From an optimization exercise on the open Yosys and OpenROAD flow, aimed at small area, a short achievable clock period and few clock cycles; shortcuts taken in it are not production practice. Only simulation tests tie the RTL to the original design; equivalence was not proved. Power and IR drop assume default switching activity.

==> design/flow/design.v <==
package bma_pkg;
	localparam int WORD_W = 32;
	localparam int BIT_W = 5;
	localparam int DEF_MAX_ORDER = 10;
	localparam logic [1:0] ST_OK = 2'd0;
	localparam logic [1:0] ST_NOSPACE = 2'd1;
	localparam logic [1:0] ST_BADSIZE = 2'd2;
	typedef logic [1:0] status_t;
	function automatic int rows_of(input int o, input int mo);
		int c;
		c = 1 << (mo - o);
		rows_of = (c > WORD_W) ? (c >> BIT_W) : 1;
	endfunction
	function automatic int row_base(input int o, input int mo);
		int s;
		s = 0;
		for (int q = 0; q < o; q++) begin
			s += rows_of(q, mo);
		end
		row_base = s;
	endfunction
	function automatic int map_rows(input int mo);
		map_rows = row_base(mo, mo) + 1;
	endfunction
endpackage
module bma_map_ram #(
	parameter int MO = 10,
	parameter int J = 0,
	parameter int BW = 5
) (
	input  logic              clk,
	input  logic              clr,        
	input  logic              act,        
	input  logic              r_type,     
	input  logic [MO-1:0]     r_a,
	input  logic              ld,         
	input  logic              in_fge,     
	input  logic [(1<<BW)-1:0] in_arow,   
	input  logic [(1<<BW)-1:0] srow,      
	input  logic [(1<<BW)-1:0] scol,      
	input  logic              found,
	input  logic              osel,       
	input  logic              below,      
	input  logic              mclr,       
	input  logic              msel,       
	output logic              any,
	output logic [(1<<BW)-1:0] rd_o,
	output logic [(1<<BW)-1:0] first_o,
	output logic [(1<<BW)-1:0] xlow_o,     
	output logic [MO-1:0]     fra,
	output logic              bfree
);
	localparam int W = 1 << BW;
	localparam int WL = (MO - J < BW) ? (MO - J) : BW;
	localparam int RL = (MO - J > BW) ? (MO - J - BW) : 0;
	localparam int WJ = 1 << WL;
	localparam int RJ = 1 << RL;
	function automatic logic [W-1:0] lowhot(input logic [W-1:0] x);
		logic [W-1:0] p;
		p = x;
		for (int s = 1; s < W; s = s * 2) begin
			p = p | (p << s);
		end
		lowhot = x & ~(p << 1);
	endfunction
	logic [RJ*WJ-1:0] mem_q;
	logic [RJ-1:0]    nz_q;       
	logic [RJ-1:0]    first;      
	logic [RJ-1:0]    arow;       
	logic [RJ-1:0]    rsel;
	logic [RJ-1:0]    rsel_q;     
	logic [WJ-1:0]    rd;
	logic [WJ-1:0]    xlow;       
	logic             xmore;      
	always_comb begin
		for (int r = 0; r < RJ; r++) begin
			arow[r] = ((r_a >> (J + WL)) == r);
		end
		rsel = (RL == 0) ? '1 : rsel_q;
		rd = '0;
		fra = '0;
		for (int r = 0; r < RJ; r++) begin
			if (rsel[r]) begin
				rd = rd | mem_q[r*WJ +: WJ];
			end
			if (first[r]) begin
				fra = fra | (r << (J + WL));
			end
		end
		rd_o = rd;
		xlow = lowhot(rd);
		xmore = |(rd & ~xlow);
		xlow_o = xlow;
		first_o = first;
	end
	assign any = |nz_q;
	logic [RJ-1:0] sr;           
	logic          a_first;      
	logic [RJ-1:0] fr_a;         
	logic [RJ-1:0] wfr;
	always_comb begin
		sr = lowhot(nz_q & ~first);
		a_first = |(arow & first);
		fr_a = lowhot(first | arow);
	end
	logic [RJ-1:0] wsel;
	logic [WJ-1:0] clrm;
	logic [WJ-1:0] setm;
	logic [WJ-1:0] wdata;
	logic          wnz;
	logic          we;
	if (J < MO) begin : g_low
		logic [WL-1:0] pos;      
		logic [WJ-1:0] bhot;     
		logic [WJ-1:0] shot;     
		logic          bmore;    
		assign pos = r_a[J +: WL];
		always_comb begin
			shot = 1 << pos;
			bhot = 1 << (pos ^ 1'b1);
			bfree = |(rd & bhot);
			bmore = |(rd & ~bhot);
			we = 1'b0;
			wsel = arow;
			clrm = '0;
			setm = '0;
			wnz = 1'b1;
			wfr = fr_a;
			if (!r_type) begin
				if (osel) begin
					we = 1'b1;
					wsel = first;
					clrm = xlow;
					wnz = xmore;
					wfr = xmore ? first : sr;
				end else if (below) begin
					we = found;
					wsel = (RL == 0) ? '1 : srow[RJ-1:0];
					setm = scol[WJ-1:0];
					wfr = wsel;
				end
			end else begin
				if (mclr) begin
					we = 1'b1;
					clrm = bhot;
					wnz = bmore;
					wfr = (bmore || !a_first) ? first : sr;
				end else if (msel) begin
					we = 1'b1;
					setm = shot;
				end
			end
			wdata = (rd & ~clrm) | setm;
			if (clr) begin
				wsel = '1;
				wdata = '0;
				wnz = 1'b0;
				wfr = '0;
			end
		end
	end else begin : g_top
		assign bfree = 1'b0;
		assign wfr = '0;
		always_comb begin
			we = r_type ? msel : osel;
			wsel = '1;
			clrm = '0;
			setm = '0;
			wdata = r_type;
			wnz = r_type;
			if (clr) begin
				wdata = 1'b1;
				wnz = 1'b1;
			end
		end
	end
	logic wen;
	assign wen = (we && act) || clr;
	for (genvar r = 0; r < RJ; r++) begin : g_row
		always_ff @(posedge clk) begin
			if (wen && wsel[r]) begin
				mem_q[r*WJ +: WJ] <= wdata;
				nz_q[r] <= wnz;
			end
		end
	end
	if (RJ > 1) begin : g_fr
		always_ff @(posedge clk) begin
			if (wen) begin
				first <= wfr;
			end
		end
		always_ff @(posedge clk) begin
			if (ld) begin
				rsel_q <= in_fge ? in_arow[RJ-1:0] : (wen ? wfr : first);
			end else begin
				rsel_q <= r_type ? arow : (wen ? wfr : first);
			end
		end
	end else begin : g_fr1
		assign first = nz_q;
	end
endmodule
module buddy_memory_allocator #(
	parameter int MAX_ORDER = bma_pkg::DEF_MAX_ORDER
) (
	input  logic                 clk,
	input  logic                 arst_n,
	input  logic                 req_valid,
	output logic                 req_ready,
	input  logic                 req_type,
	input  logic [MAX_ORDER:0]   req_size,
	input  logic [MAX_ORDER-1:0] free_address,
	output logic                 rsp_valid,
	input  logic                 rsp_ready,
	output logic [1:0]           status,
	output logic [MAX_ORDER-1:0] block_start,
	output logic [MAX_ORDER-1:0] block_end
);
	localparam int MO = MAX_ORDER;
	localparam int NL = MO + 1;
	localparam int BW = bma_pkg::BIT_W;
	localparam int W = 1 << BW;
	function automatic int wlog(input int j);
		wlog = (MO - j < BW) ? (MO - j) : BW;
	endfunction
	function automatic int rlog(input int j);
		rlog = (MO - j > BW) ? (MO - j - BW) : 0;
	endfunction
	function automatic logic [W-1:0] lowhot(input logic [W-1:0] x);
		logic [W-1:0] p;
		p = x;
		for (int s = 1; s < W; s = s * 2) begin
			p = p | (p << s);
		end
		lowhot = x & ~(p << 1);
	endfunction
	function automatic logic [BW-1:0] enc(input logic [W-1:0] h);
		logic [BW-1:0] e;
		e = '0;
		for (int b = 0; b < W; b++) begin
			if (h[b]) begin
				e = e | b;
			end
		end
		enc = e;
	endfunction
	function automatic logic [W-1:0] upfrom(input logic [W-1:0] x);
		logic [W-1:0] p;
		p = x;
		for (int s = 1; s < W; s = s * 2) begin
			p = p | (p << s);
		end
		upfrom = p;
	endfunction
	logic           clr_q;
	logic           r_valid;
	logic           r_type;
	logic           r_bad;
	logic [NL-1:0]  r_ge;      
	logic [NL-1:0]  r_fge;     
	logic [MO-1:0]  r_a;       
	logic           o_valid;
	logic [1:0]     o_status;
	logic [MO-1:0]  o_a;       
	logic [NL-1:0]  o_m;       
	logic go;
	logic proc;
	assign go = !o_valid || rsp_ready;
	assign proc = r_valid && go;
	assign req_ready = !clr_q && (!r_valid || go);
	logic [NL-1:0]  in_ge;
	logic           in_bad;
	logic           lowz;
	logic [NL*W-1:0] in_arow;
	always_comb begin
		for (int j = 0; j < NL; j++) begin
			lowz = 1'b1;
			for (int b = 0; b < j; b++) begin
				lowz = lowz && !req_size[b];
			end
			in_ge[j] = ((req_size >> (j + 1)) == '0) && (!req_size[j] || lowz);
		end
		in_bad = (req_size == '0) || !in_ge[MO];
		in_arow = '0;
		for (int j = 0; j < NL; j++) begin
			for (int r = 0; r < (1 << rlog(j)); r++) begin
				in_arow[j*W + r] = ((free_address >> (j + wlog(j))) == r);
			end
		end
	end
	always_ff @(posedge clk or negedge arst_n) begin
		if (!arst_n) begin
			clr_q <= 1'b1;
			r_valid <= 1'b0;
			o_valid <= 1'b0;
		end else begin
			clr_q <= 1'b0;
			if (req_ready) begin
				r_valid <= req_valid;
			end
			if (go) begin
				o_valid <= r_valid;
			end
		end
	end
	always_ff @(posedge clk) begin
		if (req_ready) begin
			r_type <= req_type;
			r_bad <= in_bad;
			r_ge <= in_ge;
			r_fge <= req_type ? in_ge : '0;
			r_a <= free_address & in_ge[MO-1:0];
		end
	end
	logic [NL-1:0]     lvl_any;     
	logic [NL*W-1:0]   lvl_rd;      
	logic [NL*W-1:0]   lvl_first;   
	logic [NL*MO-1:0]  lvl_fra;     
	logic [NL-1:0]     bfree;       
	logic [NL-1:0] cand;
	logic [NL-1:0] osel;          
	logic [NL-1:0] below;         
	logic          found;
	logic [NL*W-1:0] lvl_xlow;    
	logic [MO-1:0] fa;
	always_comb begin
		cand = lvl_any & r_ge;
		osel = lowhot(cand);
		below = r_ge & ~upfrom(cand);
		found = |cand;
		fa = '0;
		for (int j = 0; j < NL; j++) begin
			if (osel[j]) begin
				fa = fa | lvl_fra[j*MO +: MO] | (enc(lvl_xlow[j*W +: W]) << j);
			end
		end
	end
	logic [NL-1:0] stop;
	logic [NL-1:0] msel;          
	logic [NL-1:0] mclr;          
	always_comb begin
		stop = r_ge & ~bfree;
		stop[MO] = 1'b1;
		msel = lowhot(stop);
		mclr = r_ge & ~upfrom(stop);
	end
	logic [NL*W-1:0] lvl_srow;
	logic [NL*W-1:0] lvl_scol;
	for (genvar j = 0; j < NL; j++) begin : g_split
		localparam int WLJ = wlog(j);
		logic [W-1:0] srow;
		logic [W-1:0] scol;
		logic [W-1:0] fro;
		logic [W-1:0] xlow;
		logic         g;
		always_comb begin
			srow = '0;
			scol = '0;
			for (int o = j + 1; o < NL; o++) begin
				fro = lvl_first[o*W +: W];
				xlow = lvl_xlow[o*W +: W];
				for (int rr = 0; rr < (1 << rlog(j)); rr++) begin
					g = 1'b0;
					if ((rr >> (wlog(o) + o - j - WLJ)) < (1 << rlog(o))) begin
						if (o - j < WLJ) begin
							for (int x = 0; x < (1 << (WLJ - o + j)); x++) begin
								g = g | xlow[((rr & ((1 << (wlog(o) + o - j - WLJ)) - 1)) << (WLJ - o + j)) + x];
							end
						end else if ((rr & ((1 << (o - j - WLJ)) - 1)) == 0) begin
							g = xlow[(rr & ((1 << (wlog(o) + o - j - WLJ)) - 1)) >> (o - j - WLJ)];
						end
						srow[rr] = srow[rr] | (osel[o] & fro[rr >> (wlog(o) + o - j - WLJ)] & g);
					end
				end
				if (o - j < WLJ) begin
					for (int y = 0; y < (1 << (WLJ - o + j)); y++) begin
						g = 1'b0;
						for (int k = 0; k < (1 << (wlog(o) - WLJ + o - j)); k++) begin
							g = g | xlow[y + (k << (WLJ - o + j))];
						end
						scol[(y << (o - j)) | 1] = scol[(y << (o - j)) | 1] | (osel[o] & g);
					end
				end else begin
					scol[1] = scol[1] | osel[o];
				end
			end
		end
		assign lvl_srow[j*W +: W] = srow;
		assign lvl_scol[j*W +: W] = scol;
	end
	for (genvar j = 0; j < NL; j++) begin : g_lvl
		logic [W-1:0] rd;
		logic [W-1:0] first;
		bma_map_ram #(
			.MO (MO),
			.J  (j),
			.BW (BW)
		) u_lvl (
			.clk    (clk),
			.clr    (clr_q),
			.act    (proc && !r_bad),
			.r_type (r_fge[j]),
			.r_a    (r_a),
			.ld     (req_ready),
			.in_fge (req_type && in_ge[j]),
			.in_arow(in_arow[j*W +: W]),
			.srow   (lvl_srow[j*W +: W]),
			.scol   (lvl_scol[j*W +: W]),
			.found  (found),
			.osel   (osel[j]),
			.below  (below[j]),
			.mclr   (mclr[j]),
			.msel   (msel[j]),
			.any    (lvl_any[j]),
			.rd_o   (rd),
			.first_o(first),
			.xlow_o (lvl_xlow[j*W +: W]),
			.fra    (lvl_fra[j*MO +: MO]),
			.bfree  (bfree[j])
		);
		assign lvl_rd[j*W +: W] = rd;
		assign lvl_first[j*W +: W] = first;
	end
	always_ff @(posedge clk) begin
		if (proc) begin
			o_status <= bma_pkg::ST_OK;
			o_a <= '0;
			o_m <= '1;
			if (r_bad) begin
				o_status <= bma_pkg::ST_BADSIZE;
			end else if (r_type) begin
				o_a <= r_a;
				o_m <= stop;
			end else if (found) begin
				o_a <= fa;
				o_m <= r_ge;
			end else begin
				o_status <= bma_pkg::ST_NOSPACE;
			end
		end
	end
	logic [MO-1:0] o_mask;
	assign o_mask = ~upfrom(o_m);
	assign rsp_valid = o_valid;
	assign status = o_status;
	assign block_start = o_a & ~o_mask;
	assign block_end = o_a | o_mask;
endmodule
==> design/flow/run.sh <==
#!/bin/bash
# synth_recipe.tcl (not shown) runs the flow's synth.tcl, then flattens the netlist and writes it again
# the make line also repeats each setting of config.mk as NAME=value (left out here)
make -C /OpenROAD-flow-scripts/flow DESIGN_CONFIG=/design/flow/config.mk WORK_HOME=/design/flow/orfs CLKGATE_MAP_FILE= SYNTH_SCRIPT=/design/flow/synth_recipe.tcl finish
==> design/flow/config.mk <==
export PLATFORM = sky130hd
export DESIGN_NAME = buddy_memory_allocator
export DESIGN_NICKNAME = buddy_memory_allocator
export VERILOG_FILES = /design/flow/design.v
export SDC_FILE = /design/flow/constraint.sdc
export NUM_CORES = 4
export LEC_CHECK = 0
export CAP_MARGIN = 20
export CORE_MARGIN = 2
export CORE_UTILIZATION = 50
export PLACE_DENSITY = 0.6
export SETUP_SLACK_MARGIN = 1.0
export SLEW_MARGIN = 20
export TNS_END_PERCENT = 100
==> design/flow/constraint.sdc <==
create_clock -name core_clock -period 6.5 [get_ports {clk}]
set_input_delay 1.3000 -clock core_clock [delete_from_list [all_inputs] [get_ports {clk}]]
set_output_delay 1.3000 -clock core_clock [all_outputs]
set_load 0.01 [all_outputs]
==> notes.md <==
pins over their slew limit=0; initial core utilization=0.503; Mapped Cells=9308; hold endpoint=o_valid; FF-to-FF path depth=16; met2 Track Usage GR=0.773; critical path fanouts, max=30; nets=9923; Inserted Clock Buffers=between 200 and 250; peak supply drop=about 380 uV; root buffer cell=clkbuf_16; Crit Path Category=reg -> reg; Hold Startpoint=r_valid; global-route wire length before repair=~830000 um; io pins=50; CTS Sinks=roughly 2300; Synth area leader=edfxtp_1; CTS Buffer Depth=3; final WL=approximately 620000 um; later-pin clock latency in the skew report=1000 ps; Max Cap Viol=0; Worst Hold Class=reg -> reg; gr busiest metal=met2; Mapped Nets=approximately 9300; commonest cells in the synthesized netlist=2170 x edfxtp_1, 848 x a22oi_1, 722 x nor2_1, 719 x nand2_1, 616 x clkbuf_1; Die ar.=~220000 sq um; Hold Buf Count CTS=0; RSZ-0062 raised after global routing=yes; Synth top area share=0.598; initial antenna violation count=57; Die X-Extent=approximately 470 um; Filler cells=approximately 16000; Die Ht=between 400 and 500 um; reg2reg end=g_lvl[1].u_lvl.mem_q[71]; post-route cell area=129000 sq um; Critical R2R Launch=g_lvl[0].u_lvl.rsel_q[0]; largest net degree at the start of global routing=about 160; Most used DFF post-synth=edfxtp_1; Slew @ Worst Pin=approximately 1300 ps; met3 Use GR=0.227; RePlAce Congestion=around 1.1; R2R Setup Slk=410 ps; # H-tree levels=4; DR pass1 iterations=13; number of flops mapped to enable cells by yosys=approximately 2200; top area cells in the synthesized netlist=edfxtp_1 60%, a22oi_1 5.8%, nor2_1 2.5%; Buffers on Ports=49; Max transition margin=0.160; most frequent cell after synthesis=edfxtp_1; clock skew=around 140 ps; fraction of layout cells with a size suffix above 1=0.180; status=complete, no violations; detailed placement HPWL=just over 400000 um; Final period util=0.937; Max Fclk=around 160 MHz; Synth cell types=between 90 and 100; Crit. End Element=register; Residual DRC=0; Setup TNS Final=0 ps; Final setup viols=0; DRT antenna net count=0; worst hold stages=1; Arrival @ worst endpoint=between 6000 and 7000 ps; post-layout power=0.0420 W; vias in the first global route=roughly 100000; FFs w/ async S/R, synth=0.00131; critical path startpoint category=register; non-filler instance count after layout=between 10000 and 15000; Synth Warn #=12; register bit count reported by yosys=around 2300; Power Dens Cells=325 nW/um^2; Required @ worst endpoint=7100 ps; Hold Vio Cnt, Final=0; DR vias=roughly 110k; synthesized area=109000 sq um; TritonCTS clock tree=yes; sequential share of the synthesized area=0.621; Syn Area/Cell=11.7 sq um; number of vias per cell=8.11; placed cells=about 12000; # rows=around 170; met1 GRT Util=0.611; Total GRT Usage=0.536; total grt overflow=0; Tmin final=between 6000 and 7000 ps; Leak=roughly 44 nW; Reg clk slew, reported paths=70 ps; DP Area=120000 sq um; drt initial violations=roughly 23000; drt wl/cell=~48 um; Area Overhead vs Synth=18.5%; Min Hold Slack=about 560 ps; Core Region=about 220000 sq um
-- layout by cell type (no fill, tap or decap), types with 92 or more instances in the layout --
cell type,instances
nor4_1,107
edfxtp_1,2170
nand2b_1,103
a21oi_1,494
buf_4,914
a22oi_1,845
nand2_1,704
inv_1,92
a211oi_1,108
nor2_1,667
buf_12,112
nor3_1,202
a31oi_1,101
clkbuf_16,231
nand4_1,246
a221oi_1,252
a22o_1,187
o21ai_0,388
nand3_1,206
o22ai_1,120
-- where the power goes --
part | internal (W) | total, W | switching [W]
clock | 0.00781 | 0.0144 | 0.00655
combinational | 0.00212 | 0.00791 | 0.00579
sequential | 0.0185 | 0.0197 | 0.00121
-- sequential cells by signal, indices dropped and copies added (netlist names) --
name and count:
r_bad 1, r_fge 11, clr_q 1, g_lvl.u_lvl.mem_q 2046, r_valid 1, r_a 10
g_lvl.u_lvl.rsel_q 62, r_type 1, o_m 10, g_lvl.u_lvl.nz_q 68, o_status 2, o_a 10
g_lvl.u_lvl.first 62, r_ge 11, o_valid 1
-- through the flow --
stage,utilization,setup slack [ps]
final,0.595,410
after global routing,0.595,478
after global placement,0.554,184
after floorplan,-,912
after CTS,0.592,1000
after detailed placement,0.554,405
-- final cells by class --
type                            count  area [sq um]  area share
Clock inverter                    164          2010      0.0156
Sequential cell                  2297         67900       0.525
Timing Repair Buffer             1082          9690      0.0750
Multi-Input combinational cell   6192         39600       0.307
Tap cell                         2854          3570      0.0276
Clock buffer                      262          5940      0.0460
Inverter                           99           377     0.00292
Antenna cell                       39          97.6    0.000755
-- critical path, cell delays in order, from the launching register on --
cell and delay [ps]:
dfxtp_4 580, buf_4 300, a22oi_1 360, nand4_1 240
nor4_1 840, buf_4 360, inv_1 140, a211oi_1 300
nand4_1 170, buf_4 220, nor3_2 140, buf_6 320
nor2b_2 110, buf_12 180, a211oi_1 360, a221oi_1 140
nor2_1 900
-- layer usage --
metal,up-vias,part of all wire
li1,38810,-
met3,4107,0.16
met5,-,0.00087
met4,45,0.12
met2,12724,0.41
met1,49718,0.31
-- kinds of logic (layout without fill, tap and decap cells) --
| group | Yosys count | in the layout | synth area share |
|---|---|---|---|
| adders and majority gates | 15 | 15 | 0.00138 |
| DFF | 2297 | 2297 | 0.621 |
| AOI/OAI and AO/OA | 3235 | 3235 | 0.210 |
| other | 1 | 40 | 0.0000344 |
| muxes | 78 | 78 | 0.00765 |
| buffers and inverters | 819 | 1607 | 0.0289 |
| and+or+nand+nor | 2863 | 2863 | 0.131 |
-- repair_timing --
| action | in CTS | in global routing |
|---|---|---|
| endpoints found under the setup margin | 1680 | 1590 |
| gates resized for setup | 53 | 97 |
| pin swaps | 3 | 14 |
| buffers inserted | 13 | 20 |
-- worst max path at each step --
stage                              startpoint                         to  depth (start not counted)
detailed placement   g_lvl[0].u_lvl.rsel_q[0]   g_lvl[0].u_lvl.rsel_q[1]                         16
global placement                       r_a[5]   g_lvl[0].u_lvl.rsel_q[1]                         15
CTS                 g_lvl[0].u_lvl.rsel_q[25]   g_lvl[3].u_lvl.mem_q[93]                         18
floorplan                           rsp_ready    g_lvl[2].u_lvl.mem_q[0]                          9
finish               g_lvl[0].u_lvl.rsel_q[0]   g_lvl[1].u_lvl.mem_q[71]                         16
global route         g_lvl[0].u_lvl.rsel_q[0]  g_lvl[1].u_lvl.mem_q[199]                         16
Testbench counts, summed over its fixed seeds: cycles 8,024.

## afterwards: timing with drivers on the ports
In the flow no input, the clock included, has a driving cell. The finished layout below was timed again as built, in two steps. Step 1, drivers: a clkbuf_16 drives clk and a buf_2 each remaining input, both assumed. Step 2 adds t to the input delays and takes it off the output delays; t is the mean of the earliest and latest rising clock arrival at the registers after step 1. Input paths then give back, and output paths get back, about the clock's delay inside the block. Slacks: ideal ports / drivers / drivers and shift; pairs: ideal ports / drivers.
shift t [ns]: 1.038
setup slack, ns: 0.410 / 0.410 / 0.410
worst setup path at the end: register to register
latest minus earliest clock arrival (ns): 0.142 / 0.141
After both steps setup and hold are still met in this run. The setup slack of this run moves by 0.000 ns with the drivers and by 0.000 ns with both steps.
